This design comes from an exercise in tuning for small area and a short achievable clock period on the open sky130 flow, not from production work. In this exercise RTL edits were held to simulation tests only and were not proved equivalent to the original. Power and IR drop assume default switching activity.

[design/flow/design.v]
`default_nettype none
package tcq_pkg;
  localparam int RING_DEPTH = 64;
  localparam int SLOT_COUNT = 16;
  localparam logic [2:0] ST_ENQUEUED  = 3'd0;
  localparam logic [2:0] ST_COALESCED = 3'd1;
  localparam logic [2:0] ST_DROPPED   = 3'd2;
  localparam logic [2:0] ST_DEQUEUED  = 3'd3;
  localparam logic [2:0] ST_EMPTY     = 3'd4;
  localparam logic [2:0] ST_REJECTED  = 3'd5;
endpackage
`default_nettype wire
`default_nettype none
module tcq_ring_mem (
  input  wire logic        clk,
  input  wire logic [63:0] we,        
  input  wire logic [19:0] wr_data,
  input  wire logic [63:0] rd_sel,    
  output logic      [19:0] rd_data
);
  logic [19:0] mem [64];
  for (genvar i = 0; i < 64; i++) begin : g_row
    always_ff @(posedge clk) begin
      if (we[i]) mem[i] <= wr_data;
    end
  end
  always_comb begin
    rd_data = '0;
    for (int i = 0; i < 64; i++) begin
      rd_data = rd_data | (mem[i] & {20{rd_sel[i]}});
    end
  end
endmodule
`default_nettype wire
`default_nettype none
module two_class_tx_queue (
  input  wire logic        clk,
  input  wire logic        rst_n,
  input  wire logic        in_tvalid,
  output logic             in_tready,
  input  wire logic [23:0] in_tdata,    
  input  wire logic [2:0]  in_tuser,    
  output logic             out_tvalid,
  input  wire logic        out_tready,
  output logic [31:0]      out_tdata,   
  output logic [3:0]       out_tuser    
);
  logic        s1_valid_r;
  logic        out_valid_r;
  logic        hold;
  logic        fire;
  assign hold      = out_valid_r & ~out_tready;
  assign fire      = s1_valid_r & ~hold;
  assign in_tready = ~(s1_valid_r & hold);
  always_ff @(posedge clk) begin
    if (!rst_n) begin
      s1_valid_r  <= 1'b0;
      out_valid_r <= 1'b0;
    end else begin
      if (in_tready) s1_valid_r <= in_tvalid;
      if (!hold)     out_valid_r <= s1_valid_r;
    end
  end
  logic        f_enq_ring, f_enq_slot, f_deq, f_req, f_nop;
  logic [15:0] s1_idx_oh;
  logic [3:0]  s1_slot;
  logic [15:0] s1_tag;
  always_ff @(posedge clk) begin
    if (in_tready) begin
      f_enq_ring <= (in_tuser[1:0] == 2'd0) & ~in_tuser[2];
      f_enq_slot <= (in_tuser[1:0] == 2'd0) & in_tuser[2];
      f_deq      <= (in_tuser[1:0] == 2'd1);
      f_req      <= (in_tuser[1:0] == 2'd2);
      f_nop      <= (in_tuser[1:0] == 2'd3);
      s1_idx_oh  <= 16'd1 << in_tdata[3:0];
      s1_slot    <= in_tdata[3:0];
      s1_tag     <= in_tdata[19:4];
    end
  end
  logic [63:0] head_oh;
  logic [5:0]  tail_r;
  logic [6:0]  cnt_r;
  logic        empty_r;
  logic [6:0]  depth_r;
  logic [15:0] pend_r;
  logic full;
  assign full = cnt_r[6];
  logic pend_any;
  assign pend_any = |pend_r;
  logic idx_pend;
  assign idx_pend = |(pend_r & s1_idx_oh);
  logic [63:0] tail_oh;
  always_comb begin
    tail_oh = '0;
    tail_oh[tail_r] = 1'b1;
  end
  logic [63:0] ring_we;
  assign ring_we = full ? 64'd0 : (f_req ? {head_oh[0], head_oh[63:1]} : tail_oh);
  logic [19:0] ring_rd;
  tcq_ring_mem u_ring (
    .clk     (clk),
    .we      (ring_we),
    .wr_data ({s1_slot, s1_tag}),
    .rd_sel  (head_oh),
    .rd_data (ring_rd)
  );
  logic [15:0] slot_tag_r [16];
  for (genvar i = 0; i < 16; i++) begin : g_slot
    always_ff @(posedge clk) begin
      if (s1_valid_r && f_enq_slot && s1_idx_oh[i]) slot_tag_r[i] <= s1_tag;
    end
  end
  logic [7:0]  a1; logic [15:0] v1 [8]; logic       n1 [8];
  logic [3:0]  a2; logic [15:0] v2 [4]; logic [1:0] n2 [4];
  logic [1:0]  a3; logic [15:0] v3 [2]; logic [2:0] n3 [2];
  logic [15:0] slot_rd;
  logic [3:0]  pick;
  always_comb begin
    for (int k = 0; k < 8; k++) begin
      a1[k] = pend_r[2*k] | pend_r[2*k+1];
      v1[k] = pend_r[2*k] ? slot_tag_r[2*k] : slot_tag_r[2*k+1];
      n1[k] = ~pend_r[2*k];
    end
    for (int k = 0; k < 4; k++) begin
      a2[k] = a1[2*k] | a1[2*k+1];
      v2[k] = a1[2*k] ? v1[2*k] : v1[2*k+1];
      n2[k] = a1[2*k] ? {1'b0, n1[2*k]} : {1'b1, n1[2*k+1]};
    end
    for (int k = 0; k < 2; k++) begin
      a3[k] = a2[2*k] | a2[2*k+1];
      v3[k] = a2[2*k] ? v2[2*k] : v2[2*k+1];
      n3[k] = a2[2*k] ? {1'b0, n2[2*k]} : {1'b1, n2[2*k+1]};
    end
    slot_rd = a3[0] ? v3[0] : v3[1];
    pick    = a3[0] ? {1'b0, n3[0]} : {1'b1, n3[1]};
  end
  logic [15:0] low_oh;
  always_comb begin
    for (int j = 0; j < 16; j++) begin
      low_oh[j] = pend_r[j] & ~|(pend_r & ((16'd1 << j) - 16'd1));
    end
  end
  logic ring_deq, slot_deq, any_deq, ring_inc, inc;
  assign ring_deq = f_deq & ~empty_r;
  assign slot_deq = f_deq & empty_r & pend_any;
  assign any_deq  = f_deq & (~empty_r | pend_any);
  assign ring_inc = (f_enq_ring | f_req) & ~full;
  assign inc      = ring_inc | (f_enq_slot & ~idx_pend);
  logic [2:0] status;
  assign status[0] = (f_enq_slot & idx_pend) | any_deq | (f_req & full);
  assign status[1] = (f_enq_ring & full) | any_deq;
  assign status[2] = (f_deq & empty_r & ~pend_any) | (f_req & full) | f_nop;
  logic [6:0] depth_p1, depth_m1, cnt_p1, cnt_m1;
  assign depth_p1 = depth_r + 7'd1;
  assign depth_m1 = depth_r - 7'd1;
  assign cnt_p1   = cnt_r + 7'd1;
  assign cnt_m1   = cnt_r - 7'd1;
  always_ff @(posedge clk) begin
    if (!rst_n) begin
      head_oh <= 64'd1;
      tail_r  <= '0;
      cnt_r   <= '0;
      empty_r <= 1'b1;
      depth_r <= '0;
      pend_r  <= '0;
    end else if (fire) begin
      if (ring_deq) head_oh <= {head_oh[62:0], head_oh[63]};
      else if (f_req & ~full) head_oh <= {head_oh[0], head_oh[63:1]};
      if (f_enq_ring & ~full) tail_r <= tail_r + 6'd1;
      if (ring_inc) begin
        cnt_r   <= cnt_p1;
        empty_r <= 1'b0;
      end else if (ring_deq) begin
        cnt_r   <= cnt_m1;
        empty_r <= (cnt_r == 7'd1);
      end
      if (inc) depth_r <= depth_p1;
      else if (any_deq) depth_r <= depth_m1;
      pend_r <= (pend_r | (f_enq_slot ? s1_idx_oh : 16'd0)) & ~(slot_deq ? low_oh : 16'd0);
    end
  end
  logic [2:0]  res_status;
  logic        res_kn;
  logic [15:0] res_tag;
  logic [3:0]  res_slot;
  always_ff @(posedge clk) begin
    if (!hold) begin
      res_status <= status;
      res_kn     <= slot_deq;
      res_tag    <= ring_deq ? ring_rd[15:0] : (slot_deq ? slot_rd : 16'd0);
      res_slot   <= ring_deq ? ring_rd[19:16] : (slot_deq ? pick : 4'd0);
    end
  end
  assign out_tvalid = out_valid_r;
  assign out_tdata  = {5'b0, depth_r, res_slot, res_tag};
  assign out_tuser  = {res_kn, res_status};
endmodule
`default_nettype wire
[design/flow/run.sh]
#!/bin/bash
# synth_recipe.tcl (not shown) runs the flow's synth.tcl, then flattens the netlist and writes it again
# the make line also repeats each setting of config.mk as NAME=value (left out here)
make -C /OpenROAD-flow-scripts/flow DESIGN_CONFIG=/design/flow/config.mk WORK_HOME=/design/flow/orfs CLKGATE_MAP_FILE= SYNTH_SCRIPT=/design/flow/synth_recipe.tcl finish
[design/flow/config.mk]
export PLATFORM = sky130hd
export DESIGN_NAME = two_class_tx_queue
export DESIGN_NICKNAME = two_class_tx_queue
export VERILOG_FILES = /design/flow/design.v
export SDC_FILE = /design/flow/constraint.sdc
export NUM_CORES = 4
export LEC_CHECK = 0
export CAP_MARGIN = 20
export CORE_MARGIN = 2
export CORE_UTILIZATION = 40
export SLEW_MARGIN = 20
[design/flow/constraint.sdc]
create_clock -name core_clock -period 4.0 [get_ports {clk}]
set_input_delay 0.8000 -clock core_clock [delete_from_list [all_inputs] [get_ports {clk}]]
set_output_delay 0.8000 -clock core_clock [all_outputs]
set_load 0.01 [all_outputs]
==> flow_summary.yaml, run 1 <==
yosys:
  ys_ff_latch: 1704
  synth_most_common_cell: "edfxtp_1"
  synth_area_um2: 63400
  synth_edf_count: 1601
  ys_warn_count: 10
  ys_seq_area_share_pct: 79.1
  yosysTopAreaCell: "edfxtp_1"
  ys_types: 60
  synth.area.top_cells: "edfxtp_1, a221oi_1, a22o_1"
  async_reset_ff_share_pct: 0
  ys.flop_type: "edfxtp_1"
  syn_area_per_cell_um2: 17.0
  netlist_top_cells_count: "edfxtp_1, a221oi_1, a22o_1"
  synth_cells: 3740
  yosys.area.top_type_share_pct: 75.8
global_routing:
  grt_usage_pct: 29.6
  antenna_found_initial: 8
  grt_pass1_vias: 38800
  overflow: 0
  grt_max_degree: 103
  grt_pass1_wl_um: 327000
clocking:
  root_buffer: "clkbuf_16"
  clock_latency_ns: 0.82
  post_cts_buffers: 0
  numClockSinks: 1704
  clockBufferDepth: 3
  cts_tree: "yes"
  htreeDepth: 4
  hold_buffers: 0
  clk_transition_reported_paths_ns: 0.06
  post_cts_resized: 0
  cts_buffers: 170
sta:
  drv_slew: 0
  finalSetupViolCount: 0
  setup_tns_ns: 0
  finalCriticalPeriod_ns: 3.68
  rsz0062_at_grt: "false"
  finalHoldViolCount: 0
  max_slew_margin_pct: 11.7
  fin_skew_ns: 0.0594
  tightest_slew_ns: 1.32
  period_share_pct: 91.9
  max_freq_ghz: 0.272
setup_path:
  critical_path_arrival_ns: 4.17
  required_ns: 4.49
  worst_path_max_delay_cell: "o21ai_0"
  timing.rr.end: "u_ring.mem[62][2]"
  crit_chain: "inv_1 -> ha_1 -> o21ai_0 -> nand2_1 -> o21ai_4 -> buf_12"
  cp_max_fo: 10
  r2r_cells: 6
  setup.worst_path.start_class: "register"
  setup.worst_path.start: "tail_r[0]"
  crit_path_end_kind: "register"
  r2r-start: "tail_r[0]"
  ff2ff_setup_slack_ns: 0.32
  max_stage_delay_ns: 0.90
  crit_type: "register to register"
job:
  drv_cap: 0
final_layout:
  fin_cells: 6280
  num-fill-cells: 13300
  area_delta_synth_final_pct: 18.0
  drive_above_1_share_pct: 16.1
  final_util_pct: 47.4
  fin_nets: 4109
placed_design:
  dp_hpwl_um: 150000
  gp_congestion: 0.977
  io_buffers: 59
  dpl.cell_count: 5964
floorplanning:
  rows: 146
  start_util_pct: 40.2
  io-pin-count: 69
  core-area_um2: 158000
  dieArea_um2: 162000
  die_h_um: 402
  fp.dieW_um: 402
pwr:
  peakVddDrop_mv: 0.478
  p_per_area_nw_per_um2: 504
  p_leak_uw: 0.0237
route:
  drtIter0Drc: 7683
  remaining_drc_errors: 0
  dr.pass1.iters: 6
  routedWlPerCell_um: 38.8
  ant_nets: 0
  wirelength_um: 244000
  vias_per_cell: 6.64
  vias: 41700
worst_hold_path:
  whs_endpoint: "depth_r[6]"
  min_path_type: "register to register"
  hold_depth: 2
  min_from: "depth_r[6]"
run_status:
  status: "complete, no violations"
worst max-delay path by stage:
stage,to,cells after the start,slack (ns)
2_1_floorplan,u_ring.mem[36][0],9,0.25
3_3_place_gp,u_ring.mem[17][11],9,0.39
3_5_place_dp,u_ring.mem[53][3],10,0.61
4_1_cts,u_ring.mem[53][3],10,0.60
5_1_grt,depth_r[6],13,0.35
6_report,u_ring.mem[62][2],6,0.32
cell usage in the layout (no fill, tap or decap), types with 43 or more instances in the layout:
| cell | n |
|---|---|
| clkbuf_16 | 175 |
| mux2i_1 | 66 |
| buf_4 | 286 |
| clkinv_1 | 47 |
| edfxtp_1 | 1601 |
| o21ai_0 | 43 |
| a221oi_1 | 336 |
| nand4_1 | 85 |
| nor2_1 | 143 |
| clkdlybuf4s50_1 | 59 |
| a311oi_1 | 68 |
| o21ai_4 | 57 |
| dfxtp_1 | 83 |
| nand2_1 | 274 |
| a21oi_1 | 83 |
| a22o_1 | 325 |
| buf_12 | 45 |
power breakdown:
part	leakage (µW)	total [µW]	internal, µW	switching [µW]
clock	0.00257	15300	8400	6900
combinational	0.00571	2330	690	1640
sequential	0.0154	20100	19800	314
total	0.0237	37700	28900	8860
critical path: cells and delay by family, from the launching register on:
family	cells	cell delay, ns
AOI/OAI and AO/OA	2	1.59
and+or+nand+nor	1	0.55
buffers and inverters	2	0.37
adders and majority gates	1	0.33
DFF	1	0.52
flip-flops by register name, indices dropped and copies added, names as in the netlist, 3 cells and up:
signal / flops
cnt_r: 7
depth_r: 7
head_oh: 64
pend_r: 16
res_slot: 4
res_status: 3
res_tag: 16
s1_idx_oh: 16
s1_slot: 4
s1_tag: 16
slot_tag_r: 256
tail_r: 6
u_ring.mem: 1280
layer usage:
layer	global-route usage, %	up-vias	part of all wire (%)
met3	9.41	779	14
met5	0.446	-	0.056
met4	15.6	8	6.1
met1	38.4	21200	36
met2	44.5	3569	44
li1	-	16100	-
metrics by stage:
| step | hold WS [ns] | power [µW] | instance area [µm²] | setup WS, ns |
|---|---|---|---|---|
| after global routing | 0.519 | 38500 | 74800 | 0.347 |
| after floorplan | 0.453 | 21300 | 63400 | 0.252 |
| after global placement | 0.470 | 22600 | 69400 | 0.386 |
| after CTS | 0.497 | 37700 | 74800 | 0.597 |
| final | 0.500 | 37700 | 74800 | 0.324 |
| after detailed placement | 0.485 | 22700 | 69600 | 0.607 |
kinds of logic (layout without fill, tap and decap cells):
group / after synthesis / in the layout / synth area share (%)
flops: 1704 / 1704 / 79.1
mux: 77 / 77 / 1.24
simple gates: 644 / 644 / 4.70
fa+ha+maj: 14 / 14 / 0.288
buf+inv: 269 / 730 / 1.66
compound gates: 1014 / 1014 / 12.8
other cells: 1 / 8 / 0.00592
xor+xnor: 17 / 17 / 0.235
cell type report:
cell class	count	area, µm²	share of cell area, %
flip-flops and latches	1704	50200	67.0
multi-input cells	1771	12900	17.3
clock buffers	214	4550	6.07
repair buffers	395	3780	5.05
well taps	2072	2590	3.46
clock inverters	99	708	0.946
inverters	22	83.8	0.112
diodes	3	7.51	0.0100
==> run 2: changes to the inputs <==
--- a/design/flow/config.mk
+++ b/design/flow/config.mk
@@ -7,5 +7,7 @@
 export LEC_CHECK = 0
+export ABC_CLOCK_PERIOD_IN_PS = 2200
 export CAP_MARGIN = 20
 export CORE_MARGIN = 2
-export CORE_UTILIZATION = 40
+export CORE_UTILIZATION = 55
+export SETUP_SLACK_MARGIN = 1.6
 export SLEW_MARGIN = 20
==> run 2 against run 1 <==
Clock skew decreased by 0.024 ns. Register-to-register slack improved by 0.90 ns. First-iteration DRC count increased by 19%. Final area increased by 11%. Core utilization increased by 25 points. Global-route usage increased by 15 points. Total power increased by 4.4%. Sequential power about the same.
==> flow_summary.yaml, run 2 <==
run_status:
  status: "complete, no violations"
clocking:
  root_buffer: "clkbuf_16"
  numClockSinks: 1704
  clock_latency_ns: 0.82
  hold_buffers: 0
  cts_tree: "yes"
  cts_buffers: 170
  clockBufferDepth: 3
  clk_transition_reported_paths_ns: 0.06
  htreeDepth: 4
sta:
  max_freq_ghz: 0.360
  rsz0062_at_grt: "true"
  drv_slew: 0
  setup_tns_ns: 0
  max_slew_margin_pct: 24.4
  finalHoldWorstSlack_ns: 0.494
  finalCriticalPeriod_ns: 2.77
  period_share_pct: 69.4
  fin_skew_ns: 0.0357
  finalSetupViolCount: 0
  tightest_slew_ns: 1.13
  finalHoldViolCount: 0
yosys:
  synth_area_um2: 63400
  yosysTopAreaCell: "edfxtp_1"
  synth_top_family_by_area: "compound AO/OA/AOI/OAI gates"
  synth_edf_count: 1601
  synth_most_common_cell: "edfxtp_1"
  synth_cells: 3740
  ys_warn_count: 10
  synth_fa_ha_area_share_pct: 0.288
  synthMuxAreaShare_pct: 1.24
  synth_compound_area_share_pct: 12.8
  ys_ff_latch: 1704
  synthSimpleGateAreaFrac_pct: 4.70
  ys_types: 60
  synth-xor-area-share_pct: 0.235
  netlist_top_cells_count: "edfxtp_1, a221oi_1, a22o_1"
  async_reset_ff_share_pct: 0
  synth.area.top_cells: "edfxtp_1, a221oi_1, a22o_1"
  ys.flop_type: "edfxtp_1"
  yosys.area.top_type_share_pct: 75.8
  ys_seq_area_share_pct: 79.1
  syn_area_per_cell_um2: 17.0
floorplanning:
  rows: 124
  fp.dieW_um: 344
  io-pin-count: 69
  start_util_pct: 55.4
  dieArea_um2: 118000
  die_h_um: 344
  core-area_um2: 114000
placed_design:
  dp_hpwl_um: 146000
  gp_congestion: 0.971
  io_buffers: 59
route:
  vias_per_cell: 7.60
  dr.pass1.iters: 9
  vias: 46300
  wirelength_um: 289000
  remaining_drc_errors: 0
  ant_nets: 0
  drtIter0Drc: 9119
  routedWlPerCell_um: 47.5
final_layout:
  top_regs: "u_ring.mem x1280, slot_tag_r x256, head_oh x64"
  fin_nets: 4468
  area_delta_synth_final_pct: 30.9
  regMostFlops: "u_ring.mem"
  largest_reg_flops: 1280
  final_common_cell: "edfxtp_1"
  drive_above_1_share_pct: 29.6
  final_cell_mix: "edfxtp_1, a22o_1, buf_4"
pwr:
  p_leak_uw: 0.0275
  peakVddDrop_mv: 0.492
  p_per_area_nw_per_um2: 475
setup_path:
  crit_chain: "a22o_4 -> a221oi_4 -> nand4_1 -> nor4_2 -> buf_4 -> o32ai_2"
  setup.worst_path.start: "u_ring.mem[26][8]"
  crit_path_end_kind: "register"
  path_depth: 6
  ff2ff_setup_slack_ns: 1.23
  crit_buf_inv: 1
  max_stage_delay_ns: 0.76
  r2r-start: "u_ring.mem[26][8]"
  worst_path_max_delay_cell: "nand4_1"
  critPathTopFamily: "simple AND/OR/NAND/NOR gates"
  r2r_cells: 6
  cp_max_fo: 1
  setup.worst_path.start_class: "register"
  crit_type: "register to register"
  required_ns: 4.49
  critical_path_arrival_ns: 3.26
global_routing:
  grt_pass1_wl_um: 350000
  antenna_found_initial: 24
  grt_pass1_vias: 40800
  grt_max_degree: 81
  overflow: 0
  grt_usage_pct: 44.8
worst_hold_path:
  min_from: "depth_r[6]"
  min_path_type: "register to register"
  hold_depth: 2
job:
  drv_cap: 0
## run 2: repair_timing
action	4_1_cts	5_1_grt
gates cloned	26	59
buffers inserted	230	112
gates resized for setup	585	269
endpoints found under the setup margin	1408	1158
pin swaps	110	107
hold endpoints to repair	0	0
## run 2: kinds of logic after synthesis
family	after synthesis
and+or+nand+nor	644
DFF	1704
buffers and inverters	269
other	1
AOI/OAI and AO/OA	1014
muxes	77
adders and majority gates	14
xor gates and xnor gates	17
## run 2: path summary, 6_finish.rpt
path	to
worst max-delay path	res_tag[8]
worst min-delay path	depth_r[6]
worst max register to register	res_tag[8]
worst min register to register	depth_r[6]
## run 2: where the power goes
part           internal, µW  switching, µW  leakage, µW
sequential            19800            210       0.0155
clock                  9120           6960      0.00271
combinational          1100           2240      0.00933
total                 30000           9410       0.0275
## run 2: layout make-up
class | count | area [µm²]
clock buffers | 216 | 4510
clock inverters | 100 | 1010
well taps | 1512 | 1890
fillers | 6781 | 31300
flip-flops and latches | 1704 | 50400
diodes | 12 | 30.0
inverters | 22 | 104
repair buffers | 749 | 10100
multi-input cells | 1776 | 15000
## run 2: through the flow
| step | setup WS (ns) | cells | cell area, µm² | power [µW] | utilization (%) |
|---|---|---|---|---|---|
| after floorplan | 1.48 | 3744 | 64300 | 21300 | - |
| final | 1.23 | 6091 | 83000 | 39400 | 72.6 |
| after global routing | 1.14 | 6082 | 83000 | 39900 | 72.6 |
| after CTS | 1.22 | 5908 | 79100 | 38700 | 69.2 |
| after global placement | 0.607 | 5335 | 68300 | 22700 | 59.7 |
| after detailed placement | 0.639 | 5336 | 68300 | 22700 | 59.8 |
## run 2: layer usage
layer  vias up  track usage [%]  share of wire (%)
met1     22700             55.7                 30
met3      1556             17.2                 18
met2      5005             64.7                 41
met4        24             31.8                 11
li1      17000                -                  -
met5         -                0               0.16
## run 2: worst reg2reg max path, delay by kind of cell (launching register included)
kind,cells,cell delay [ns]
AO/OA/AOI/OAI,3,0.62
buffers and inverters,1,0.20
flip-flops,1,0.39
AND/OR/NAND/NOR,2,1.24
==> run 3: changes to the inputs <==
--- a/design/flow/design.v
+++ b/design/flow/design.v
@@ -80,3 +80,3 @@
   logic [63:0] head_oh;
-  logic [5:0]  tail_r;
+  logic [7:0]  thi_oh, tlo_oh;    
   logic [6:0]  cnt_r;
@@ -91,9 +91,9 @@
   assign idx_pend = |(pend_r & s1_idx_oh);
-  logic [63:0] tail_oh;
-  always_comb begin
-    tail_oh = '0;
-    tail_oh[tail_r] = 1'b1;
-  end
+  logic we_head, we_tail;
+  assign we_head = f_req & ~full;
+  assign we_tail = ~f_req & ~full;
   logic [63:0] ring_we;
-  assign ring_we = full ? 64'd0 : (f_req ? {head_oh[0], head_oh[63:1]} : tail_oh);
+  for (genvar i = 0; i < 64; i++) begin : g_we
+    assign ring_we[i] = (we_head & head_oh[(i + 1) % 64]) | (we_tail & thi_oh[i / 8] & tlo_oh[i % 8]);
+  end
   logic [19:0] ring_rd;
@@ -152,5 +152,3 @@
   assign status[2] = (f_deq & empty_r & ~pend_any) | (f_req & full) | f_nop;
-  logic [6:0] depth_p1, depth_m1, cnt_p1, cnt_m1;
-  assign depth_p1 = depth_r + 7'd1;
-  assign depth_m1 = depth_r - 7'd1;
+  logic [6:0] depth_p1_r, depth_m1_r, cnt_p1, cnt_m1;
   assign cnt_p1   = cnt_r + 7'd1;
@@ -160,3 +158,4 @@
       head_oh <= 64'd1;
-      tail_r  <= '0;
+      thi_oh  <= 8'd1;
+      tlo_oh  <= 8'd1;
       cnt_r   <= '0;
@@ -164,2 +163,4 @@
       depth_r <= '0;
+      depth_p1_r <= 7'd1;
+      depth_m1_r <= 7'h7f;
       pend_r  <= '0;
@@ -168,3 +169,6 @@
       else if (f_req & ~full) head_oh <= {head_oh[0], head_oh[63:1]};
-      if (f_enq_ring & ~full) tail_r <= tail_r + 6'd1;
+      if (f_enq_ring & ~full) begin
+        tlo_oh <= {tlo_oh[6:0], tlo_oh[7]};
+        if (tlo_oh[7]) thi_oh <= {thi_oh[6:0], thi_oh[7]};
+      end
       if (ring_inc) begin
@@ -176,4 +180,11 @@
       end
-      if (inc) depth_r <= depth_p1;
-      else if (any_deq) depth_r <= depth_m1;
+      if (inc) begin
+        depth_r    <= depth_p1_r;
+        depth_p1_r <= depth_p1_r + 7'd1;
+        depth_m1_r <= depth_r;
+      end else if (any_deq) begin
+        depth_r    <= depth_m1_r;
+        depth_p1_r <= depth_r;
+        depth_m1_r <= depth_m1_r - 7'd1;
+      end
       pend_r <= (pend_r | (f_enq_slot ? s1_idx_oh : 16'd0)) & ~(slot_deq ? low_oh : 16'd0);
--- a/design/flow/config.mk
+++ b/design/flow/config.mk
@@ -7,7 +7,8 @@
 export LEC_CHECK = 0
-export ABC_CLOCK_PERIOD_IN_PS = 2200
+export ABC_CLOCK_PERIOD_IN_PS = 2000
 export CAP_MARGIN = 20
 export CORE_MARGIN = 2
-export CORE_UTILIZATION = 55
-export SETUP_SLACK_MARGIN = 1.6
+export CORE_UTILIZATION = 60
+export SETUP_SLACK_MARGIN = 1.8
 export SLEW_MARGIN = 20
+export TNS_END_PERCENT = 10
==> run 3 against run 2 <==
Core utilization rose by 0.79 points. Synthesized area rose by 1.9%. Via count fell by 1.3%. Clock skew rose by 0.0028 ns. Highest routed layer unchanged. Sequential share of layout area rose by 4.1 points. Global-route usage rose by 1.7 points. Sequential power barely moved. Clock power fell by 6%. Register-to-register slack improved by 0.099 ns.
==> flow_summary.yaml, run 3 <==
yosys:
  synth_most_common_cell: "edfxtp_1"
  async_reset_ff_share_pct: 0
  ys.flop_type: "edfxtp_1"
  yosysTopAreaCell: "edfxtp_1"
  ys_ff_latch: 1728
  synth_edf_count: 1601
  ys_warn_count: 10
  yosys.area.top_type_share_pct: 74.4
  ys_types: 59
  synth.area.top_cells: "edfxtp_1, a221oi_1, a22o_1"
  netlist_top_cells_count: "edfxtp_1, a221oi_1, a22o_1"
  ys_seq_area_share_pct: 78.3
  synth_cells: 3950
  syn_area_per_cell_um2: 16.4
  synth_area_um2: 64600
sta:
  rsz0062_at_grt: "true"
  tightest_slew_ns: 1.08
  finalCriticalPeriod_ns: 2.68
  max_freq_ghz: 0.374
  finalHoldWorstSlack_ns: 0.489
  fin_skew_ns: 0.0385
  setup_tns_ns: 0
  finalHoldViolCount: 0
  period_share_pct: 66.9
  max_slew_margin_pct: 28.0
  drv_slew: 0
  finalSetupViolCount: 0
pwr:
  comb_power_share_pct: 7.2
  pwr-share-seq_pct: 53.0
  p_clk_share_pct: 39.7
  p_leak_uw: 0.0259
  peakVddDrop_mv: 0.444
  p_per_area_nw_per_um2: 487
  switching_power_uw: 8860
  p_int_uw: 29300
  swShare_pct: 23.2
final_layout:
  top_regs: "u_ring.mem x1280, slot_tag_r x256, head_oh x64"
  final_common_cell: "edfxtp_1"
  final_util_pct: 73.4
  drive_above_1_share_pct: 23.4
  final_cell_mix: "edfxtp_1, buf_4, a22o_1"
  area_delta_synth_final_pct: 21.4
  fin_nets: 4474
  num-fill-cells: 6588
  fin_area_um2: 78400
  regMostFlops: "u_ring.mem"
  largest_reg_flops: 1280
setup_path:
  cp_max_fo: 5
  setup.worst_path.start_class: "register"
  crit_path_end_kind: "register"
  crit_type: "register to register"
  required_ns: 4.44
  critical_path_arrival_ns: 3.11
clocking:
  numClockSinks: 1728
  htreeDepth: 4
  cts_tree: "yes"
  root_buffer: "clkbuf_16"
  clockBufferDepth: 3
  clock_latency_ns: 0.80
  hold_buffers: 0
  clk_transition_reported_paths_ns: 0.06
  cts_buffers: 169
global_routing:
  grt_max_degree: 129
  antenna_found_initial: 16
  grt_pass1_vias: 41700
  grt_pass1_wl_um: 345000
  overflow: 0
  grt_usage_pct: 46.5
floorplanning:
  dieArea_um2: 110000
  io-pin-count: 69
  die_h_um: 332
  start_util_pct: 60.4
  fp.dieW_um: 332
  rows: 120
  core-area_um2: 107000
run_status:
  status: "complete, no violations"
placed_design:
  io_buffers: 59
  dp_hpwl_um: 147000
  gp_congestion: 0.954
  placed_area_um2: 68900
worst_hold_path:
  min_path_type: "register to register"
route:
  drtIter0Drc: 9117
  dr.pass1.iters: 8
  ant_nets: 0
  wirelength_um: 260000
  remaining_drc_errors: 0
  vias: 45700
  routedWlPerCell_um: 43.4
  vias_per_cell: 7.64
job:
  drv_cap: 0
[run 3: cells by family after synthesis]
family / after synthesis / share of synthesized area (%)
flops: 1728 / 78.3
simple gates: 760 / 5.19
mux: 106 / 1.64
xor+xnor: 4 / 0.0542
other cells: 1 / 0.00580
compound gates: 1042 / 12.8
fa+ha+maj: 5 / 0.0968
buf+inv: 304 / 1.86
[run 3: final cells by class]
class                           instances  area (µm²)  share of cell area (%)
Antenna cell                            7        17.5                  0.0223
Timing Repair Buffer                  586        6110                    7.79
Clock buffer                          214        4440                    5.66
Inverter                               25         118                   0.150
Multi-Input combinational cell       1925       14400                    18.4
Sequential cell                      1728       50900                    64.8
Tap cell                             1403        1760                    2.24
Timing Repair inverter                  3        26.3                  0.0335
Clock inverter                         92         721                   0.919
[run 3: through the flow]
stage,setup WS [ns],total power [µW],std cells
floorplan,1.56,21500,3954
global placement,0.704,22800,5420
detailed placement,0.831,22900,5421
CTS,1.35,37900,5908
global route,1.38,38800,5977
finish,1.32,38200,5983
[run 3: path summary, 6_finish.rpt]
kind | start | end | slack (ns) | cells past startpoint
worst max-delay path | head_oh[20] | res_tag[3] | 1.32 | 9
worst min register to register | depth_m1_r[6] | depth_r[6] | 0.49 | 2
worst min-delay path | depth_m1_r[6] | depth_r[6] | 0.49 | 2
worst max register to register | head_oh[20] | res_tag[3] | 1.32 | 9
[run 3: timing repair]
action	in CTS	in global routing
pin swaps	81	32
endpoints found under the hold margin	0	0
setup buffers	166	66
cloned	15	1
resized for setup	324	79
endpoints found under the setup margin	1137	1185
[run 3: worst max-delay path, stage by stage, from the launching register on]
cell and delay (ns):
dfxtp_4 0.40, buf_4 0.19, buf_12 0.15, buf_4 0.16
a22o_1 0.24, a221oi_2 0.25, nand4_1 0.22, nor4_2 0.30
buf_4 0.25, o22ai_1 0.15
[run 3: power by group through the flow]
stage          Sequential (µW)  Combinational (µW)  Clock, µW
6_report                 20200                2760      15200
5_1_grt                  20200                2750      15800
4_1_cts                  20200                2530      15100
3_5_place_dp             20700                2150          0
3_3_place_gp             20700                2110          0
2_1_floorplan            20600                 893          0
[run 3: metal layers]
layer,wire [µm],global-route usage (%),up-vias
met5,245,0.955,-
met4,22100,33.2,26
met3,43300,17.4,1114
met2,111000,66.9,4707
met1,82600,58.4,22700
li1,-,-,17200
==> run 4: changes to the inputs <==
--- a/design/flow/config.mk
+++ b/design/flow/config.mk
@@ -11,2 +11,4 @@
 export CORE_UTILIZATION = 60
+export CTS_CLUSTER_DIAMETER = 100
+export CTS_CLUSTER_SIZE = 30
 export SETUP_SLACK_MARGIN = 1.8
==> run 4 against run 3 <==
Global-route usage decreased by 0.46 points. Routed wire length decreased by 0.56%. Combinational power increased by 3%. Register-to-register slack improved by 0.08 ns. Clock skew increased by 0.012 ns. Total power decreased by 17%. Core utilization decreased by 2.7 points. Clock power decreased by 43%. Synthesized cell count unchanged. Critical path type unchanged.
==> flow_summary.yaml, run 4 <==
setup_path:
  cp_max_fo: 3
  required_ns: 4.43
  crit_path_end_kind: "register"
  setup.worst_path.start_class: "register"
  crit_type: "register to register"
  critical_path_arrival_ns: 3.03
placed_design:
  dpl.cell_count: 5421
  io_buffers: 59
  gp_congestion: 0.954
  dp_hpwl_um: 147000
  placed_area_um2: 68900
floorplanning:
  dieArea_um2: 110000
  fp.dieW_um: 332
  die_h_um: 332
  core-area_um2: 107000
  start_util_pct: 60.4
  rows: 120
  io-pin-count: 69
route:
  remaining_drc_errors: 0
  dr.pass1.iters: 8
  routedWlPerCell_um: 44.5
  wirelength_um: 258000
  vias_per_cell: 7.74
  ant_nets: 0
  vias: 44900
  drtIter0Drc: 9017
clocking:
  clockBufferDepth: 3
  htreeDepth: 3
  numClockSinks: 1728
  hold_buffers: 0
  cts_tree: "yes"
  root_buffer: "clkbuf_16"
  clk_transition_reported_paths_ns: 0.12
  cts_buffers: 68
  clock_latency_ns: 0.75
final_layout:
  final_cell_mix: "edfxtp_1, buf_4, a22o_1"
  largest_reg_flops: 1280
  final_common_cell: "edfxtp_1"
  fin_cells: 5804
  fin_nets: 4398
  drive_above_1_share_pct: 21.9
  top_regs: "u_ring.mem x1280, slot_tag_r x256, head_oh x64"
  area_delta_synth_final_pct: 16.9
  regMostFlops: "u_ring.mem"
  fin_area_um2: 75600
  num-fill-cells: 6890
  final_util_pct: 70.7
sta:
  finalHoldViolCount: 0
  drv_slew: 0
  rsz0062_at_grt: "true"
  max_freq_ghz: 0.385
  fin_skew_ns: 0.0501
  finalCriticalPeriod_ns: 2.60
  finalSetupViolCount: 0
  tightest_slew_ns: 1.20
  max_slew_margin_pct: 20.1
  period_share_pct: 65.0
  setup_tns_ns: 0
yosys:
  synth_cells: 3950
  ys.flop_type: "edfxtp_1"
  ys_ff_latch: 1728
  yosysTopAreaCell: "edfxtp_1"
  syn_area_per_cell_um2: 16.4
  ys_types: 59
  synth_most_common_cell: "edfxtp_1"
  synth_edf_count: 1601
  async_reset_ff_share_pct: 0
  ys_seq_area_share_pct: 78.3
  yosys.area.top_type_share_pct: 74.4
  netlist_top_cells_count: "edfxtp_1, a221oi_1, a22o_1"
  synth.area.top_cells: "edfxtp_1, a221oi_1, a22o_1"
  ys_warn_count: 10
  synth_area_um2: 64600
pwr:
  peakVddDrop_mv: 0.421
  p_per_area_nw_per_um2: 421
  p_leak_uw: 0.0245
global_routing:
  grt_usage_pct: 46.1
  grt_max_degree: 129
  grt_pass1_vias: 40700
  overflow: 0
  grt_pass1_wl_um: 341000
  antenna_found_initial: 10
job:
  drv_cap: 0
worst_hold_path:
  min_path_type: "register to register"
run_status:
  status: "complete, no violations"
[run 4: cell counts after synthesis]
Identical to the previous run, type by type.
[run 4: routing by layer]
| metal | up-vias | global-route usage [%] | routed length (µm) |
|---|---|---|---|
| met5 | - | 0.608 | 205 |
| met4 | 16 | 32.2 | 23300 |
| met3 | 1126 | 16.1 | 43200 |
| met2 | 4526 | 66.8 | 110000 |
| met1 | 22400 | 58.4 | 81900 |
| li1 | 16900 | - | - |
[run 4: where the power goes]
group | internal, µW | switching (µW) | leakage (µW)
Sequential | 20000 | 215 | 0.0157
Combinational | 917 | 1920 | 0.00786
Clock | 3330 | 5410 | 0.000924
[run 4: critical path: stages (launching register included)]
cell and delay [ns]:
dfxtp_1 0.41, a22o_1 0.27, a221oi_4 0.31, nand4_1 0.51, nor4_2 0.49, buf_4 0.22
o22ai_4 0.07
[run 4: repair_timing]
action	4_1_cts	5_1_grt
setup endpoints to repair	1198	1165
gates resized for setup	357	56
endpoints found under the hold margin	0	0
pin swaps	86	28
buffers inserted	198	59
gates cloned	14	3
[run 4: cell families (layout without fill, tap and decap cells)]
logic type | after synthesis | in the layout | synth area share, %
fa+ha+maj | 5 | 5 | 0.0968
simple gates | 760 | 763 | 5.19
buf+inv | 304 | 740 | 1.86
flops | 1728 | 1728 | 78.3
compound gates | 1042 | 1043 | 12.8
other cells | 1 | 12 | 0.00580
mux | 106 | 106 | 1.64
xor+xnor | 4 | 4 | 0.0542
[run 4: final cells by class]
class | count | area (µm²) | share of cell area [%]
Clock inverter | 7 | 90.1 | 0.119
Inverter | 25 | 118 | 0.156
Timing Repair inverter | 2 | 17.5 | 0.0232
Sequential cell | 1728 | 50900 | 67.3
Timing Repair Buffer | 611 | 6340 | 8.39
Multi-Input combinational cell | 1926 | 14500 | 19.2
Antenna cell | 7 | 17.5 | 0.0232
Tap cell | 1403 | 1760 | 2.32
Clock buffer | 95 | 1820 | 2.41
[run 4: path summary, 6_finish.rpt]
| kind | startpoint | to | slack (ns) | cells after the start |
|---|---|---|---|---|
| setup reg to reg | head_oh[2] | res_tag[10] | 1.40 | 6 |
| hold / removal | depth_m1_r[6] | depth_r[6] | 0.50 | 2 |
| setup / recovery | head_oh[2] | res_tag[10] | 1.40 | 6 |
| hold reg to reg | depth_m1_r[6] | depth_r[6] | 0.50 | 2 |
[run 4: through the flow]
step	setup slack (ns)	hold slack, ns	total power [µW]
6_report	1.40	0.498	31800
2_1_floorplan	1.56	0.461	21500
4_1_cts	1.35	0.502	31400
3_5_place_dp	0.831	0.485	22900
3_3_place_gp	0.704	0.486	22800
5_1_grt	1.36	0.525	32200
==> run 5: changes to the inputs <==
--- a/design/flow/design.v
+++ b/design/flow/design.v
@@ -47,17 +47,14 @@
 );
-  logic        s1_valid_r;
-  logic        out_valid_r;
-  logic        hold;
-  logic        fire;
+  logic s1_valid_r, out_valid_r, busy_r;
+  logic hold, fire;
   assign hold      = out_valid_r & ~out_tready;
   assign fire      = s1_valid_r & ~hold;
-  assign in_tready = ~(s1_valid_r & hold);
-  always_ff @(posedge clk) begin
-    if (!rst_n) begin
-      s1_valid_r  <= 1'b0;
-      out_valid_r <= 1'b0;
-    end else begin
-      if (in_tready) s1_valid_r <= in_tvalid;
-      if (!hold)     out_valid_r <= s1_valid_r;
-    end
+  assign in_tready = ~busy_r | out_tready;
+  logic s1_valid_nxt, out_valid_nxt;
+  assign s1_valid_nxt  = rst_n & (in_tready ? in_tvalid : s1_valid_r);
+  assign out_valid_nxt = rst_n & (hold ? out_valid_r : s1_valid_r);
+  always_ff @(posedge clk) begin
+    s1_valid_r  <= s1_valid_nxt;
+    out_valid_r <= out_valid_nxt;
+    busy_r      <= s1_valid_nxt & out_valid_nxt;
   end
@@ -67,3 +64,8 @@
   logic [15:0] s1_tag;
-  always_ff @(posedge clk) begin
+  logic f_deq_nxt, f_req_nxt;
+  assign f_deq_nxt = in_tready ? (in_tuser[1:0] == 2'd1) : f_deq;
+  assign f_req_nxt = in_tready ? (in_tuser[1:0] == 2'd2) : f_req;
+  always_ff @(posedge clk) begin
+    f_deq <= f_deq_nxt;
+    f_req <= f_req_nxt;
     if (in_tready) begin
@@ -71,4 +73,2 @@
       f_enq_slot <= (in_tuser[1:0] == 2'd0) & in_tuser[2];
-      f_deq      <= (in_tuser[1:0] == 2'd1);
-      f_req      <= (in_tuser[1:0] == 2'd2);
       f_nop      <= (in_tuser[1:0] == 2'd3);
@@ -83,4 +83,5 @@
   logic        empty_r;
-  logic [6:0]  depth_r;
+  logic [6:0]  depth_r, depth_p1_r, depth_m1_r;    
   logic [15:0] pend_r;
+  logic        rdeq_r, rreq_r, wtail_r;
   logic full;
@@ -91,8 +92,5 @@
   assign idx_pend = |(pend_r & s1_idx_oh);
-  logic we_head, we_tail;
-  assign we_head = f_req & ~full;
-  assign we_tail = ~f_req & ~full;
   logic [63:0] ring_we;
   for (genvar i = 0; i < 64; i++) begin : g_we
-    assign ring_we[i] = (we_head & head_oh[(i + 1) % 64]) | (we_tail & thi_oh[i / 8] & tlo_oh[i % 8]);
+    assign ring_we[i] = (rreq_r & head_oh[(i + 1) % 64]) | (wtail_r & thi_oh[i / 8] & tlo_oh[i % 8]);
   end
@@ -142,7 +140,7 @@
   end
-  logic ring_deq, slot_deq, any_deq, ring_inc, inc;
-  assign ring_deq = f_deq & ~empty_r;
+  logic slot_deq, any_deq, ring_enq, ring_inc, inc;
   assign slot_deq = f_deq & empty_r & pend_any;
-  assign any_deq  = f_deq & (~empty_r | pend_any);
-  assign ring_inc = (f_enq_ring | f_req) & ~full;
+  assign any_deq  = rdeq_r | slot_deq;
+  assign ring_enq = f_enq_ring & ~full;
+  assign ring_inc = ring_enq | rreq_r;
   assign inc      = ring_inc | (f_enq_slot & ~idx_pend);
@@ -152,29 +150,42 @@
   assign status[2] = (f_deq & empty_r & ~pend_any) | (f_req & full) | f_nop;
-  logic [6:0] depth_p1_r, depth_m1_r, cnt_p1, cnt_m1;
-  assign cnt_p1   = cnt_r + 7'd1;
-  assign cnt_m1   = cnt_r - 7'd1;
-  always_ff @(posedge clk) begin
+  logic [6:0] cnt_nxt;
+  logic       empty_nxt;
+  always_comb begin
+    cnt_nxt   = cnt_r;
+    empty_nxt = empty_r;
     if (!rst_n) begin
-      head_oh <= 64'd1;
-      thi_oh  <= 8'd1;
-      tlo_oh  <= 8'd1;
-      cnt_r   <= '0;
-      empty_r <= 1'b1;
-      depth_r <= '0;
+      cnt_nxt   = '0;
+      empty_nxt = 1'b1;
+    end else if (fire) begin
+      if (ring_inc) begin
+        cnt_nxt   = cnt_r + 7'd1;
+        empty_nxt = 1'b0;
+      end else if (rdeq_r) begin
+        cnt_nxt   = cnt_r - 7'd1;
+        empty_nxt = (cnt_r == 7'd1);
+      end
+    end
+  end
+  always_ff @(posedge clk) begin
+    cnt_r   <= cnt_nxt;
+    empty_r <= empty_nxt;
+    rdeq_r  <= f_deq_nxt & ~empty_nxt;
+    rreq_r  <= f_req_nxt & ~cnt_nxt[6];
+    wtail_r <= ~f_req_nxt & ~cnt_nxt[6];
+  end
+  always_ff @(posedge clk) begin
+    if (!rst_n) begin
+      head_oh    <= 64'd1;
+      thi_oh     <= 8'd1;
+      tlo_oh     <= 8'd1;
+      depth_r    <= '0;
       depth_p1_r <= 7'd1;
       depth_m1_r <= 7'h7f;
-      pend_r  <= '0;
+      pend_r     <= '0;
     end else if (fire) begin
-      if (ring_deq) head_oh <= {head_oh[62:0], head_oh[63]};
-      else if (f_req & ~full) head_oh <= {head_oh[0], head_oh[63:1]};
-      if (f_enq_ring & ~full) begin
+      if (rdeq_r) head_oh <= {head_oh[62:0], head_oh[63]};
+      else if (rreq_r) head_oh <= {head_oh[0], head_oh[63:1]};
+      if (ring_enq) begin
         tlo_oh <= {tlo_oh[6:0], tlo_oh[7]};
         if (tlo_oh[7]) thi_oh <= {thi_oh[6:0], thi_oh[7]};
-      end
-      if (ring_inc) begin
-        cnt_r   <= cnt_p1;
-        empty_r <= 1'b0;
-      end else if (ring_deq) begin
-        cnt_r   <= cnt_m1;
-        empty_r <= (cnt_r == 7'd1);
       end
@@ -200,4 +211,4 @@
       res_kn     <= slot_deq;
-      res_tag    <= ring_deq ? ring_rd[15:0] : (slot_deq ? slot_rd : 16'd0);
-      res_slot   <= ring_deq ? ring_rd[19:16] : (slot_deq ? pick : 4'd0);
+      res_tag    <= rdeq_r ? ring_rd[15:0] : (slot_deq ? slot_rd : 16'd0);
+      res_slot   <= rdeq_r ? ring_rd[19:16] : (slot_deq ? pick : 4'd0);
     end
--- a/design/flow/config.mk
+++ b/design/flow/config.mk
@@ -11,6 +11,4 @@
 export CORE_UTILIZATION = 60
-export CTS_CLUSTER_DIAMETER = 100
-export CTS_CLUSTER_SIZE = 30
-export SETUP_SLACK_MARGIN = 1.8
+export SETUP_SLACK_MARGIN = 1.6
 export SLEW_MARGIN = 20
-export TNS_END_PERCENT = 10
+export TNS_END_PERCENT = 30
==> run 5 against run 4 <==
Still clean on timing, DRC and antenna. Clock power is 83% higher. Non-clock buffer count fell by 197. Worst setup slack worse by 0.0041 ns. Highest routed layer unchanged.
==> flow_summary.yaml, run 5 <==
run_status:
  status: "complete, no violations"
sta:
  finalSetupViolCount: 0
  tightest_slew_ns: 1.38
  finalHoldViolCount: 0
  max_freq_ghz: 0.384
  max_slew_margin_pct: 8.22
  period_share_pct: 65.1
  finalCriticalPeriod_ns: 2.60
  setup_tns_ns: 0
  postLayoutSetupSlackWorst_ns: 1.40
  fin_skew_ns: 0.0249
  drv_slew: 0
  rsz0062_at_grt: "true"
setup_path:
  critical_path_arrival_ns: 3.13
  cp_max_fo: 8
  crit_buf_inv: 2
  r2r-start: "head_oh[30]"
  ff2ff_setup_slack_ns: 1.40
  worst_path_max_delay_cell: "nand4_1"
  critPathTopFamily: "simple AND/OR/NAND/NOR gates"
  max_stage_delay_ns: 0.54
  setup.worst_path.start_class: "register"
  crit_chain: "buf_12 -> a221oi_4 -> nand4_1 -> nor4_4 -> buf_4 -> o32ai_2"
  r2r_cells: 6
  timing.rr.end: "res_tag[5]"
  required_ns: 4.53
  crit_path_end_kind: "register"
  crit_type: "register to register"
global_routing:
  grt_usage_pct: 44.6
  grt_pass1_vias: 40300
  antenna_found_initial: 9
  grt_max_degree: 129
  overflow: 0
  grt_pass1_wl_um: 331000
placed_design:
  io_buffers: 59
  gp_congestion: 0.946
  post-place-ws_ns: 0.612
  dp_hpwl_um: 145000
  placed_area_um2: 68000
route:
  drtIter0Drc: 8437
  vias: 43600
  routedWlPerCell_um: 44.0
  remaining_drc_errors: 0
  dr.pass1.iters: 9
  vias_per_cell: 7.71
  wirelength_um: 249000
  ant_nets: 0
yosys:
  ys_ff_latch: 1732
  synth.area.top_cells: "edfxtp_1, dfxtp_1, a22o_1"
  synth_most_common_cell: "edfxtp_1"
  syn_area_per_cell_um2: 17.1
  ys_warn_count: 10
  ys.flop_type: "edfxtp_1"
  netlist_top_cells_count: "edfxtp_1, a22o_1, a221oi_1"
  async_reset_ff_share_pct: 0
  synth_cells: 3778
  yosysTopAreaCell: "edfxtp_1"
  yosys.area.top_type_share_pct: 74.5
  ys_types: 65
  synth_area_um2: 64400
  synth_edf_count: 1599
  ys_seq_area_share_pct: 78.7
clocking:
  cts_buffers: 172
  root_buffer: "clkbuf_16"
  cts_tree: "yes"
  htreeDepth: 4
  clockBufferDepth: 3
  numClockSinks: 1732
  clock_latency_ns: 0.80
  clk_transition_reported_paths_ns: 0.06
final_layout:
  fin_area_um2: 75700
  num-fill-cells: 6788
  drive_above_1_share_pct: 19.5
  final_common_cell: "edfxtp_1"
  area_delta_synth_final_pct: 17.5
  fin_nets: 4138
  regMostFlops: "u_ring.mem"
  largest_reg_flops: 1280
  top_regs: "u_ring.mem x1280, slot_tag_r x256, head_oh x64"
  final_cell_mix: "edfxtp_1, buf_4, a22o_1"
pwr:
  p_clk_share_pct: 41.4
  pwr-share-seq_pct: 52.5
  swShare_pct: 22.8
  p_per_area_nw_per_um2: 511
  comb_power_share_pct: 6.1
  peakVddDrop_mv: 0.444
  p_int_uw: 29900
  switching_power_uw: 8810
  p_leak_uw: 0.0246
job:
  drv_cap: 0
worst_hold_path:
  whs_endpoint: "depth_p1_r[6]"
  min_path_type: "register to register"
  min_from: "depth_p1_r[6]"
  hold_depth: 2
floorplanning:
  start_util_pct: 60.3
  core-area_um2: 107000
  dieArea_um2: 110000
  fp.dieW_um: 332
  die_h_um: 332
  rows: 120
  io-pin-count: 69
## run 5: cell count changes after synthesis, sizes merged, moves of 51 or more
cell,before,now
nor2,280,161
nand3,6,57
a22oi,13,208
a311oi,65,12
a221oi,336,235
a211oi,19,85
nand2,289,111
## run 5: repair_timing
| action | 4_1_cts | 5_1_grt |
|---|---|---|
| buffers inserted | 35 | 52 |
| cloned | 2 | 3 |
| endpoints found under the setup margin | 720 | 235 |
| hold buffers | 0 | 0 |
| resized for setup | 223 | 121 |
| pin swaps | 40 | 32 |
## run 5: area by class of cell
cell class / instances / area [µm²] / area share, %
Sequential cell: 1732 / 50900 / 67.2
Multi-Input combinational cell: 1753 / 13400 / 17.7
Clock buffer: 214 / 4540 / 5.99
Timing Repair Buffer: 414 / 4010 / 5.30
Tap cell: 1403 / 1760 / 2.32
Clock inverter: 105 / 1020 / 1.34
Inverter: 29 / 111 / 0.147
Antenna cell: 5 / 12.5 / 0.0165
## run 5: kinds of logic (layout without fill, tap and decap cells)
| group | Yosys count | count (layout) | share of synthesized area, % |
|---|---|---|---|
| compound gates | 1045 | 1045 | 12.9 |
| xor+xnor | 4 | 4 | 0.0544 |
| fa+ha+maj | 5 | 5 | 0.0971 |
| buf+inv | 298 | 762 | 1.83 |
| flops | 1732 | 1732 | 78.7 |
| mux | 153 | 153 | 2.38 |
| other cells | 1 | 10 | 0.00582 |
| simple gates | 540 | 541 | 4.11 |
## run 5: per-layer routing
metal  global-route usage, %  wire [µm]
met1                    56.2      79900
met5                   0.174        124
met3                    16.5      40200
met2                    65.9     108000
met4                    28.3      20400
## run 5: tightest hold or removal path, cell delays in order, from the launching register on
cell and delay [ns]:
dfxtp_1 0.32, nand2_1 0.07, o22ai_1 0.06
## run 5: worst max path at each step
stage | endpoint | slack (ns) | cells past startpoint | start
after floorplan | depth_m1_r[5] | 1.62 | 7 | out_tready
after global placement | res_tag[5] | 0.60 | 6 | head_oh[30]
after detailed placement | res_tag[5] | 0.61 | 6 | head_oh[30]
after CTS | out_tdata[3] | 1.45 | 1 | res_tag[3]
after global routing | res_tag[5] | 1.47 | 6 | head_oh[30]
final | res_tag[5] | 1.40 | 6 | head_oh[30]
## run 5: power by group through the flow
stage                     clock network (µW)  registers, µW  logic, µW
after floorplan                            0          20700        825
after global placement                     0          20700       1960
after detailed placement                   0          20700       2000
after CTS                              16000          20300       2140
after global routing                   16700          20300       2350
final                                  16000          20300       2350
## run 5: stage by stage
step | total power [µW] | std cells | utilization [%] | hold slack, ns
floorplan | 21500 | 3782 | - | 0.449
global placement | 22700 | 5239 | 63.7 | 0.477
detailed placement | 22700 | 5239 | 63.7 | 0.484
CTS | 38500 | 5595 | 70.0 | 0.498
global route | 39400 | 5650 | 70.9 | 0.519
finish | 38700 | 5655 | 70.9 | 0.494
==> run 6: changes to the inputs <==
--- a/design/flow/design.v
+++ b/design/flow/design.v
@@ -110,5 +110,8 @@
   end
-  logic [7:0]  a1; logic [15:0] v1 [8]; logic       n1 [8];
-  logic [3:0]  a2; logic [15:0] v2 [4]; logic [1:0] n2 [4];
-  logic [1:0]  a3; logic [15:0] v3 [2]; logic [2:0] n3 [2];
+  logic [15:0] low_oh;
+  always_comb begin
+    for (int j = 0; j < 16; j++) begin
+      low_oh[j] = pend_r[j] & ~|(pend_r & ((16'd1 << j) - 16'd1));
+    end
+  end
   logic [15:0] slot_rd;
@@ -116,24 +119,7 @@
   always_comb begin
-    for (int k = 0; k < 8; k++) begin
-      a1[k] = pend_r[2*k] | pend_r[2*k+1];
-      v1[k] = pend_r[2*k] ? slot_tag_r[2*k] : slot_tag_r[2*k+1];
-      n1[k] = ~pend_r[2*k];
-    end
-    for (int k = 0; k < 4; k++) begin
-      a2[k] = a1[2*k] | a1[2*k+1];
-      v2[k] = a1[2*k] ? v1[2*k] : v1[2*k+1];
-      n2[k] = a1[2*k] ? {1'b0, n1[2*k]} : {1'b1, n1[2*k+1]};
-    end
-    for (int k = 0; k < 2; k++) begin
-      a3[k] = a2[2*k] | a2[2*k+1];
-      v3[k] = a2[2*k] ? v2[2*k] : v2[2*k+1];
-      n3[k] = a2[2*k] ? {1'b0, n2[2*k]} : {1'b1, n2[2*k+1]};
-    end
-    slot_rd = a3[0] ? v3[0] : v3[1];
-    pick    = a3[0] ? {1'b0, n3[0]} : {1'b1, n3[1]};
-  end
-  logic [15:0] low_oh;
-  always_comb begin
+    slot_rd = '0;
+    pick    = '0;
     for (int j = 0; j < 16; j++) begin
-      low_oh[j] = pend_r[j] & ~|(pend_r & ((16'd1 << j) - 16'd1));
+      slot_rd = slot_rd | (slot_tag_r[j] & {16{low_oh[j]}});
+      pick    = pick | (4'(j) & {4{low_oh[j]}});
     end
--- a/design/flow/config.mk
+++ b/design/flow/config.mk
@@ -11,2 +11,4 @@
 export CORE_UTILIZATION = 60
+export CTS_CLUSTER_DIAMETER = 60
+export CTS_CLUSTER_SIZE = 30
 export SETUP_SLACK_MARGIN = 1.6
==> run 6 against run 5 <==
Still clean. Synthesized cell count fell by 2.0%. Register-to-register slack got worse by 0.21 ns. Worst setup slack got worse by 0.21 ns. Critical path depth rose by 2. Routed wire length rose by 2.7%.
==> flow_summary.yaml, run 6 <==
yosys:
  yosys.area.top_type_share_pct: 74.9
  syn_area_per_cell_um2: 17.3
  synthMuxAreaShare_pct: 1.32
  yosysTopAreaCell: "edfxtp_1"
  synth-xor-area-share_pct: 0.0820
  synth_edf_count: 1599
  synth_compound_area_share_pct: 13.3
  async_reset_ff_share_pct: 0
  synth_most_common_cell: "edfxtp_1"
  synth_area_um2: 64100
  netlist_top_cells_count: "edfxtp_1, a22oi_1, a22o_1"
  synth.area.top_cells: "edfxtp_1, dfxtp_1, a22oi_1"
  synth_top_family_by_area: "compound AO/OA/AOI/OAI gates"
  ys_ff_latch: 1732
  ys_seq_area_share_pct: 79.0
  synth_cells: 3704
  ys_types: 74
  synth_fa_ha_area_share_pct: 0.0976
  ys.flop_type: "edfxtp_1"
  synthSimpleGateAreaFrac_pct: 4.38
  ys_warn_count: 4
floorplanning:
  rows: 119
  start_util_pct: 60.7
  die_h_um: 331
  dieArea_um2: 109000
  io-pin-count: 69
  fp.dieW_um: 331
  core-area_um2: 106000
final_layout:
  fin_nets: 4118
  area_delta_synth_final_pct: 17.9
  drive_above_1_share_pct: 22.4
  largest_reg_flops: 1280
  final_cell_mix: "edfxtp_1, a22oi_1, buf_4"
  final_common_cell: "edfxtp_1"
  top_regs: "u_ring.mem x1280, slot_tag_r x256, head_oh x64"
  regMostFlops: "u_ring.mem"
sta:
  rsz0062_at_grt: "true"
  setup_tns_ns: 0
  max_slew_margin_pct: 16.2
  finalHoldViolCount: 0
  tightest_slew_ns: 1.26
  drv_slew: 0
  fin_skew_ns: 0.0620
  period_share_pct: 70.3
  max_freq_ghz: 0.355
  finalCriticalPeriod_ns: 2.81
  postLayoutSetupSlackWorst_ns: 1.19
  finalSetupViolCount: 0
placed_design:
  post-place-ws_ns: 0.379
  dp_hpwl_um: 153000
  io_buffers: 59
  gp_congestion: 0.951
pwr:
  peakVddDrop_mv: 0.473
  p_leak_uw: 0.0246
  p_per_area_nw_per_um2: 476
setup_path:
  r2r-start: "head_oh[29]"
  critPathMostFrequentCell: "buf_4"
  cp_max_fo: 5
  critPathTopFamily: "compound AO/OA/AOI/OAI gates"
  required_ns: 4.49
  critical_path_arrival_ns: 3.30
  setup.worst_path.start_class: "register"
  max_stage_delay_ns: 0.57
  crit_path_end_kind: "register"
  crit_type: "register to register"
  crit_chain: "buf_4 -> a22o_1 -> a221oi_2 -> nand3_2 -> or4_4 -> o41ai_4 -> buf_4 -> nand2_1"
  worst_path_max_delay_cell: "or4_4"
  setup.worst_path.start: "head_oh[29]"
  crit_buf_inv: 2
clocking:
  clock_latency_ns: 0.78
  clk_transition_reported_paths_ns: 0.10
  clockBufferDepth: 3
  root_buffer: "clkbuf_16"
  cts_tree: "yes"
  numClockSinks: 1732
  hold_buffers: 0
  cts_buffers: 114
  htreeDepth: 3
route:
  wirelength_um: 256000
  ant_nets: 0
  drtIter0Drc: 8986
  routedWlPerCell_um: 45.8
  dr.pass1.iters: 9
  remaining_drc_errors: 0
  vias_per_cell: 7.81
  vias: 43600
worst_hold_path:
  min_path_type: "register to register"
  min_from: "depth_m1_r[6]"
global_routing:
  grt_usage_pct: 46.6
  antenna_found_initial: 12
  grt_pass1_vias: 40500
  grt_pass1_wl_um: 339000
  overflow: 0
  grt_max_degree: 81
run_status:
  status: "complete, no violations"
job:
  drv_cap: 0
[run 6: cell count changes in the layout (fill, tap and decap cells not counted), moves of 27 or more]
cell / change
a221oi_1: -74
buf_4: +65
a22oi_1: +131
a21oi_1: -49
clkbuf_1: -36
clkbuf_16: -59
clkinv_2: -35
clkinv_1: -31
nor2_1: -40
o22ai_1: -27
mux2i_1: -71
[run 6: power breakdown]
| group | internal [µW] | switching [µW] |
|---|---|---|
| combinational | 750 | 1760 |
| clock | 5980 | 7250 |
| sequential | 20000 | 225 |
| total | 26800 | 9240 |
[run 6: timing repair]
| action | in CTS | in global routing |
|---|---|---|
| pin swaps | 95 | 41 |
| resized for setup | 378 | 57 |
| setup endpoints to repair | 489 | 98 |
| buffers inserted | 120 | 19 |
| endpoints found under the hold margin | 0 | 0 |
| gates cloned | 2 | 0 |
[run 6: cell type report]
type | instances | area, µm²
well taps | 1391 | 1740
inverters | 18 | 70.1
multi-input cells | 1706 | 13600
clock inverters | 98 | 1250
diodes | 8 | 20.0
fillers | 6606 | 30100
clock buffers | 120 | 2960
repair buffers | 510 | 5060
flip-flops and latches | 1732 | 50900
[run 6: worst paths after layout]
kind | slack (ns) | depth (start not counted) | end
worst max-delay path | 1.19 | 8 | res_tag[4]
worst min-delay path | 0.51 | 2 | depth_r[6]
worst max register to register | 1.19 | 8 | res_tag[4]
worst min register to register | 0.51 | 2 | depth_r[6]
[run 6: kinds of logic (layout without fill, tap and decap cells)]
group | after synthesis | after routing
adders and majority gates | 5 | 5
buffers and inverters | 271 | 746
muxes | 84 | 84
AOI/OAI and AO/OA | 1073 | 1074
DFF | 1732 | 1732
and+or+nand+nor | 532 | 532
xor gates and xnor gates | 6 | 6
other | 1 | 13
[run 6: worst min-delay path, stage by stage (launching register included)]
cell      delay [ns]
dfxtp_1         0.34
nand2_1         0.06
a311oi_1        0.08
[run 6: metal layers]
metal | up-vias | GRT usage, % | wire length, µm
met5 | - | 0 | 114
met4 | 16 | 31.6 | 22000
met3 | 1120 | 17.3 | 41500
met2 | 4464 | 68.6 | 111000
met1 | 21700 | 58.0 | 80800
li1 | 16300 | - | -
[run 6: stage by stage]
stage | util, % | hold slack (ns) | cell area, µm² | total power (µW) | cells
6_report | 71.5 | 0.507 | 75600 | 36000 | 5583
5_1_grt | 71.5 | 0.529 | 75600 | 36600 | 5575
4_1_cts | 71.1 | 0.513 | 75200 | 35700 | 5556
3_5_place_dp | 64.5 | 0.496 | 68200 | 22700 | 5216
3_3_place_gp | 64.5 | 0.477 | 68100 | 22700 | 5215
2_1_floorplan | - | 0.456 | 64100 | 21500 | 3708
==> run 7: changes to the inputs <==
==> design/flow/flow/run.sh (new file) <==
#!/bin/bash
# Standard layout, with the port buffers made from buf_4 cells instead of
# the cell buffer_ports picks by default.
cp standard.sh standard_sh.txt
cp config.mk config_mk.txt
export BUFFER_PORTS_ARGS="-buffer_cell sky130_fd_sc_hd__buf_4"
bash standard.sh > standard.log 2>&1
==> design/flow/standard.sh (new file) <==
#!/bin/bash
# synth_recipe.tcl (not shown) runs the flow's synth.tcl, then flattens the netlist and writes it again
# the make line also repeats each setting of config.mk as NAME=value (left out here)
make -C /OpenROAD-flow-scripts/flow DESIGN_CONFIG=/design/flow/config.mk WORK_HOME=/design/flow/orfs CLKGATE_MAP_FILE= SYNTH_SCRIPT=/design/flow/synth_recipe.tcl "${@:-finish}"
removed: design/flow/run.sh
==> run 7 against run 6 <==
Die area unchanged. Largest cell class unchanged. Via count is 0.96% higher. Worst setup slack improved by 0.23 ns. Combinational power is essentially flat. Synthesized cell count unchanged.
==> flow_summary.yaml, run 7 <==
clocking:
  hold_buffers: 0
  htreeDepth: 4
  clockBufferDepth: 3
  cts_tree: "yes"
  clock_latency_ns: 0.79
  root_buffer: "clkbuf_16"
  clk_transition_reported_paths_ns: 0.09
  numClockSinks: 1732
  cts_buffers: 130
pwr:
  finalPower_uw: 36700
  p_int_uw: 28000
  peakVddDrop_mv: 0.421
  pwr-share-seq_pct: 55.2
  p_clk_share_pct: 37.9
  switching_power_uw: 8700
  swShare_pct: 23.7
  p_leak_uw: 0.0248
  comb_power_share_pct: 6.9
  p_per_area_nw_per_um2: 483
setup_path:
  setup.worst_path.start: "wtail_r"
  timing.rr.end: "u_ring.mem[14][7]"
  cp_max_fo: 14
  setup.worst_path.start_class: "register"
  r2r_cells: 3
  r2r-start: "wtail_r"
  ff2ff_setup_slack_ns: 1.41
  crit_path_end_kind: "register"
  critical_path_arrival_ns: 3.04
  crit_type: "register to register"
  required_ns: 4.45
yosys:
  synth_most_common_cell: "edfxtp_1"
  ys_ff_latch: 1732
  netlist_top_cells_count: "edfxtp_1, a22oi_1, a22o_1"
  synth_area_um2: 64100
  ys.flop_type: "edfxtp_1"
  ys_types: 74
  yosysTopAreaCell: "edfxtp_1"
  ys_warn_count: 4
  synth.area.top_cells: "edfxtp_1, dfxtp_1, a22oi_1"
  async_reset_ff_share_pct: 0
  yosys.area.top_type_share_pct: 74.9
  syn_area_per_cell_um2: 17.3
  synth_cells: 3704
  synth_edf_count: 1599
  ys_seq_area_share_pct: 79.0
route:
  vias_per_cell: 7.84
  remaining_drc_errors: 0
  drtIter0Drc: 8791
  wirelength_um: 259000
  routedWlPerCell_um: 46.1
  vias: 44000
  dr.pass1.iters: 7
  ant_nets: 0
job:
  drv_cap: 0
sta:
  fin_skew_ns: 0.0463
  tightest_slew_ns: 1.28
  drv_slew: 0
  finalSetupViolCount: 0
  finalCriticalPeriod_ns: 2.59
  max_freq_ghz: 0.386
  rsz0062_at_grt: "true"
  finalHoldWorstSlack_ns: 0.203
  finalHoldViolCount: 0
  period_share_pct: 64.7
  setup_tns_ns: 0
  max_slew_margin_pct: 14.8
worst_hold_path:
  min_from: "in_tdata[17]"
  hold_depth: 1
  min_path_type: "primary input to register"
  whs_endpoint: "s1_tag[13]"
final_layout:
  largest_reg_flops: 1280
  top_regs: "u_ring.mem x1280, slot_tag_r x256, head_oh x64"
  num-fill-cells: 6611
  final_cell_mix: "edfxtp_1, buf_4, a22oi_1"
  regArea_um2: 50900
  regMostFlops: "u_ring.mem"
  final_common_cell: "edfxtp_1"
  drive_above_1_share_pct: 24.6
  area_delta_synth_final_pct: 18.6
  fin_nets: 4150
  multi_input_area_um2: 13800
floorplanning:
  die_h_um: 331
  rows: 119
  dieArea_um2: 109000
  fp.dieW_um: 331
  io-pin-count: 69
  core-area_um2: 106000
  start_util_pct: 60.7
global_routing:
  grt_max_degree: 81
  overflow: 0
  grt_pass1_wl_um: 342000
  antenna_found_initial: 11
  grt_pass1_vias: 40900
  grt_usage_pct: 47.2
placed_design:
  dp_hpwl_um: 154000
  gp_congestion: 0.963
  io_buffers: 59
run_status:
  status: "complete, no violations"
-- run 7: cell counts after synthesis --
Identical to the previous run, type by type.
-- run 7: routing by layer --
metal	GRT usage (%)	up-vias	wire [µm]
li1	-	16400	-
met1	58.3	21800	80800
met2	69.4	4595	112000
met3	17.5	1262	41800
met4	32.8	10	23900
met5	1.30	-	278
-- run 7: stage by stage --
stage	area (µm²)	utilization (%)	worst slack, ns	std cells
floorplan	64100	-	1.71	3708
global placement	67900	64.2	0.396	5206
CTS	75000	71.0	1.43	5560
global route	76000	71.9	1.40	5607
finish	76100	72.0	1.41	5615
detailed placement	67900	64.3	0.595	5207
-- run 7: power groups by stage --
stage,clock network [µW],registers (µW),logic (µW)
3_5_place_dp,0,20700,1960
4_1_cts,13900,20300,2250
6_report,13900,20300,2520
5_1_grt,14500,20300,2510
2_1_floorplan,0,20700,802
3_3_place_gp,0,20700,1920
-- run 7: layout make-up --
type / count / share of cell area, %
Antenna cell: 11 / 0.0362
Clock buffer: 145 / 4.60
Clock inverter: 86 / 1.32
Inverter: 18 / 0.0921
Multi-Input combinational cell: 1709 / 18.2
Sequential cell: 1732 / 66.9
Tap cell: 1391 / 2.29
Timing Repair Buffer: 523 / 6.57
-- run 7: repair_timing --
| action | in CTS | in global routing |
|---|---|---|
| pin swaps | 90 | 51 |
| endpoints found under the setup margin | 465 | 116 |
| buffers inserted | 117 | 42 |
| cloned | 5 | 2 |
| gates resized for setup | 366 | 104 |
-- run 7: worst max-delay path, stage by stage, from the launching register on --
cell and delay [ns]:
dfxtp_1 0.44, and2_1 0.50, a22o_1 0.97, buf_12 0.33
-- run 7: how the worst max path moves through the flow --
stage / end / cells after the start / slack, ns
floorplan: head_oh[51] / 7 / 1.71
global placement: res_tag[8] / 7 / 0.40
detailed placement: res_tag[1] / 7 / 0.60
CTS: in_tready / 2 / 1.43
global route: res_tag[14] / 8 / 1.40
finish: u_ring.mem[14][7] / 3 / 1.41
-- run 7: logic make-up (layout without fill, tap and decap cells) --
group	count (synthesis)	in the layout	synth area share, %
other cells	1	16	0.00585
buf+inv	271	772	1.76
mux	84	84	1.32
xor+xnor	6	6	0.0820
simple gates	532	535	4.38
compound gates	1073	1074	13.3
fa+ha+maj	5	5	0.0976
flops	1732	1732	79.0

-- separate check: timing with driven ports --
Ports are ideal in the flow. The routed layouts listed here were re-timed in OpenROAD.
Step 1: set_driving_cell puts a clkbuf_16 on clk and a buf_2 on each other input, an assumption about the parent block.
Step 2 adds t to the input delays and takes it off the output delays; t is the mean of the earliest and latest rising clock arrival at the registers after step 1. Input paths then give back, and output paths get back, about the clock's delay inside the block.
Three values: ideal ports, drivers, drivers and shift; two values: the first two.
run	t (ns)	setup WS [ns]	clock arrival spread, ns	worst slew at a driven data input, ns	cell pins on the clock port's net
run 1	0.873	0.324 / 0.324 / 0.324	0.061 / 0.061	0.09	1
run 2	0.881	1.226 / 1.226 / 1.226	0.037 / 0.037	0.05	1
run 3	0.851	1.325 / 1.325 / 0.964	0.039 / 0.039	0.04	1
run 4	0.791	1.400 / 1.400 / 1.037	0.055 / 0.055	0.04	1
run 5	0.866	1.396 / 1.396 / 1.006	0.026 / 0.026	0.05	1
run 6	0.827	1.186 / 1.186 / 0.786	0.065 / 0.066	0.06	1
run 7	0.843	1.411 / 1.411 / 1.013	0.047 / 0.046	0.07	1
After both steps every run listed still meets setup and hold. For run 6, which loses most, drivers alone change the setup slack by 0.000 ns; drivers and shift together by -0.400 ns.
